Source: an optimization exercise on an open RTL-to-GDS flow (aim: small area, a short achievable clock period and few clock cycles). Production flows keep margins and buffers that such runs may drop.
The RTL was checked by simulation tests, not by an equivalence proof against the original design.

==> job 2035 <==
## lidar_column_ring_vertical_filter
module lidar_column_ring_vertical_filter #(
    parameter int ROWS = 64
) (
    input  wire logic                i_clk,
    input  wire logic                i_rst_n,
    input  wire logic                i_in_valid,
    output logic                     o_in_stall,
    input  wire logic                i_func,
    input  wire logic [5:0]          i_row,
    input  wire logic [19:0]         i_gap_mm,
    input  wire logic [17:0]         i_point_id,
    input  wire logic signed [18:0]  i_x_mm,
    input  wire logic signed [18:0]  i_y_mm,
    input  wire logic signed [18:0]  i_z_mm,
    input  wire logic                i_last_in_column,
    input  wire logic                i_cfg_we,
    input  wire logic [15:0]         i_cfg_wdata,
    output logic                     o_out_valid,
    input  wire logic                i_out_stall,
    output logic [17:0]              o_point_id_res,
    output logic                     o_is_vertical,
    output logic                     o_last_of_run
);
==> flow/config.mk <==
export PLATFORM = sky130hd
export DESIGN_NAME = lidar_column_ring_vertical_filter
export DESIGN_NICKNAME = lidar_column_ring_vertical_filter
export VERILOG_FILES = /design/flow/design.v
export SDC_FILE = /design/flow/constraint.sdc
export NUM_CORES = 4
export LEC_CHECK = 0
export CAP_MARGIN = 20
export CORE_MARGIN = 2
export CORE_UTILIZATION = 60
export CTS_CLUSTER_DIAMETER = 150
export CTS_CLUSTER_SIZE = 30
export SLEW_MARGIN = 20
==> flow/constraint.sdc <==
create_clock -name core_clock -period 10.0 [get_ports {i_clk}]
set_input_delay 2.0000 -clock core_clock [delete_from_list [all_inputs] [get_ports {i_clk}]]
set_output_delay 2.0000 -clock core_clock [all_outputs]
set_load 0.01 [all_outputs]
standard.sh (not shown) runs the stock make flow with config.mk's settings and CLKGATE_MAP_FILE= SYNTH_SCRIPT=/design/flow/synth_recipe.tcl, a recipe that flattens the netlist after the stock synthesis.
==> flow/flow/run.sh <==
#!/bin/bash
set -euo pipefail
bash standard.sh SETUP_SLACK_MARGIN=6.2 finish > orfs_make.log 2>&1
==> inputs of job 7784, as changes to job 2035 <==
--- a/flow/design.v
+++ b/flow/design.v
@@ -2440,18 +2440,18 @@
     logic [17:0]        h_id;
     logic [6:0]         r_wr, r_rd, r_cp, r_cpq, r_cpq2;
     logic               r_cpq_v, r_cpq2_v;
     logic               c_v;            
     logic [5:0]         c_idx;
     logic signed [18:0] c_hi, c_lo;
     logic               vw_v, vw_val;
     logic [5:0]         vw_idx;
-    logic [19:0]        r_q [64];       
-    logic               r_vb [64];      
+    logic [18:0]        r_q [64];       
+    logic               r_vb [64];
     logic               w_join, w_close_old, w_hw, w_full, w_eor, w_lot;
     logic [6:0]         w_idx_p;
     logic signed [19:0] w_spread, w_thr;
     logic signed [18:0] w_zhi, w_zlo;
     logic               r_qroom;
     assign w_full      = !r_qroom;
     assign w_join      = d_have && d_near && (r_len != 7'd64);
     assign w_close_old = d_have && !w_join;
@@ -2513,70 +2513,73 @@
             end
         end
         c_idx  <= r_start;
         c_hi   <= w_join ? w_zhi : r_zmax;
         c_lo   <= w_join ? w_zlo : r_zmin;
         vw_idx <= c_idx;
         vw_val <= (w_spread > w_thr);
         if (w_hw) begin
-            r_q[r_wr[5:0]] <= {h_id, w_eor, w_lot};
+            r_q[r_wr[5:0]] <= {h_id, w_eor};
+            if (w_eor) begin
+                r_vb[r_wr[5:0]] <= w_lot;
+            end
         end
         if (vw_v) begin
             r_vb[vw_idx] <= vw_val;
         end
     end
     logic        st_v, st_vert, st_lot;
     logic [17:0] st_id;
     logic        out_v, out_vert, out_last;
     logic [17:0] out_id;
     logic        r_at_start, r_cur_vert;
     logic        w_avail, w_out_free, w_st_load;
-    logic [19:0] w_qe;
+    logic [18:0] w_qe;
     logic        w_evert;
     assign w_out_take = out_v && !i_out_stall;
     assign w_out_free = !out_v || !i_out_stall;
     assign w_avail    = (r_rd != r_cp);
     assign w_st_load  = w_avail && (!st_v || w_out_free);
     logic [63:0] r_rdoh;
     logic        w_qvb;
     always_comb begin
         w_qe  = '0;
         w_qvb = 1'b0;
         for (int i = 0; i < 64; i++) begin
-            w_qe  = w_qe | (r_q[i] & {20{r_rdoh[i]}});
+            w_qe  = w_qe | (r_q[i] & {19{r_rdoh[i]}});
             w_qvb = w_qvb | (r_vb[i] & r_rdoh[i]);
         end
     end
-    assign w_evert    = r_at_start ? (!w_qe[1] && w_qvb) : r_cur_vert;
+    assign w_evert    = r_at_start ? (!w_qe[0] && w_qvb) : r_cur_vert;
     always_ff @(posedge i_clk) begin
         if (!i_rst_n) begin
             r_rd       <= '0;
             r_rdoh     <= 64'd1;
             st_v       <= 1'b0;
             out_v      <= 1'b0;
             r_at_start <= 1'b1;
         end else begin
             if (w_st_load) begin
                 r_rd       <= r_rd + 7'd1;
                 r_rdoh     <= {r_rdoh[62:0], r_rdoh[63]};
-                r_at_start <= w_qe[1];
+                r_at_start <= w_qe[0];
             end
             if (w_st_load) begin
                 st_v <= 1'b1;
             end else if (w_out_free) begin
                 st_v <= 1'b0;
             end
             if (w_out_free) begin
                 out_v <= st_v;
             end
         end
         if (w_st_load) begin
-            st_id      <= w_qe[19:2];
-            st_lot     <= w_qe[0];
+            st_id      <= w_qe[18:1];
+            st_lot     <= w_qe[0] && w_qvb;
             st_vert    <= w_evert;
             r_cur_vert <= w_evert;
         end
         if (w_out_free) begin
             out_id   <= st_id;
             out_vert <= st_vert;
             out_last <= st_lot;
         end
CTS_CLUSTER_DIAMETER = 130   (was 150)
CTS_CLUSTER_SIZE = 26   (was 30)
==> impl_metrics.ini <==
[setup_path]
crit_family = adder cells

[placement]
place_area_mm2 = 0.1807

[run_status]
status = timing/DRC/antenna clean

[global_routing]
use_met2 = 0.4884
grt_use_met3 = 0.06394

[finish]
sh_seq_area = 0.6384
layout.nets = 12525

[synth]
synth_xor_area_frac = 0.01598
That was job 2035.
==> impl_metrics.ini <==
[run_status]
status = timing/DRC/antenna clean

[sta]
setup_violations = 0

[synth]
synth_xor_area_frac = 0.01679

[finish]
sh_seq_area = 0.6359
layout.nets = 12444

[global_routing]
use_met2 = 0.4923
grt_use_met3 = 0.06853

[setup_path]
worst_ep_required_time_ns = 10.84
crit_family = compound AO/OA/AOI/OAI gates
That was job 7784.
Testbench counts of job 2035, summed over its fixed seeds: cycles 5,169.
Testbench counts of job 7784, summed over its fixed seeds: cycles 5,169.

-- separate check: timing with driven ports --
In the flow no input, the clock included, has a driving cell. The finished layouts below were timed again as built, in two steps. Step 1 assumes that a clkbuf_16 drives the clock port and a buf_2 every other input. Step 2, shift: input delay + t, output delay - t, t = (earliest + latest rising clock arrival at the registers) / 2. This alone moves slack from input paths to output paths. a / b / c = no drivers / after step 1 / after step 2; a / b = the first two.
| run | t (ns) | setup WS [ns] | worst setup path at the end |
|---|---|---|---|
| job 2035 | 0.997 | 6.134 / 6.134 / 5.430 | input to register |
| job 7784 | 1.026 | 5.806 / 5.806 / 5.384 | input to register |
After both steps every run listed still meets setup and hold. The setup slack of job 2035, which loses most, moves by 0.000 ns with the drivers and by -0.704 ns with both steps.
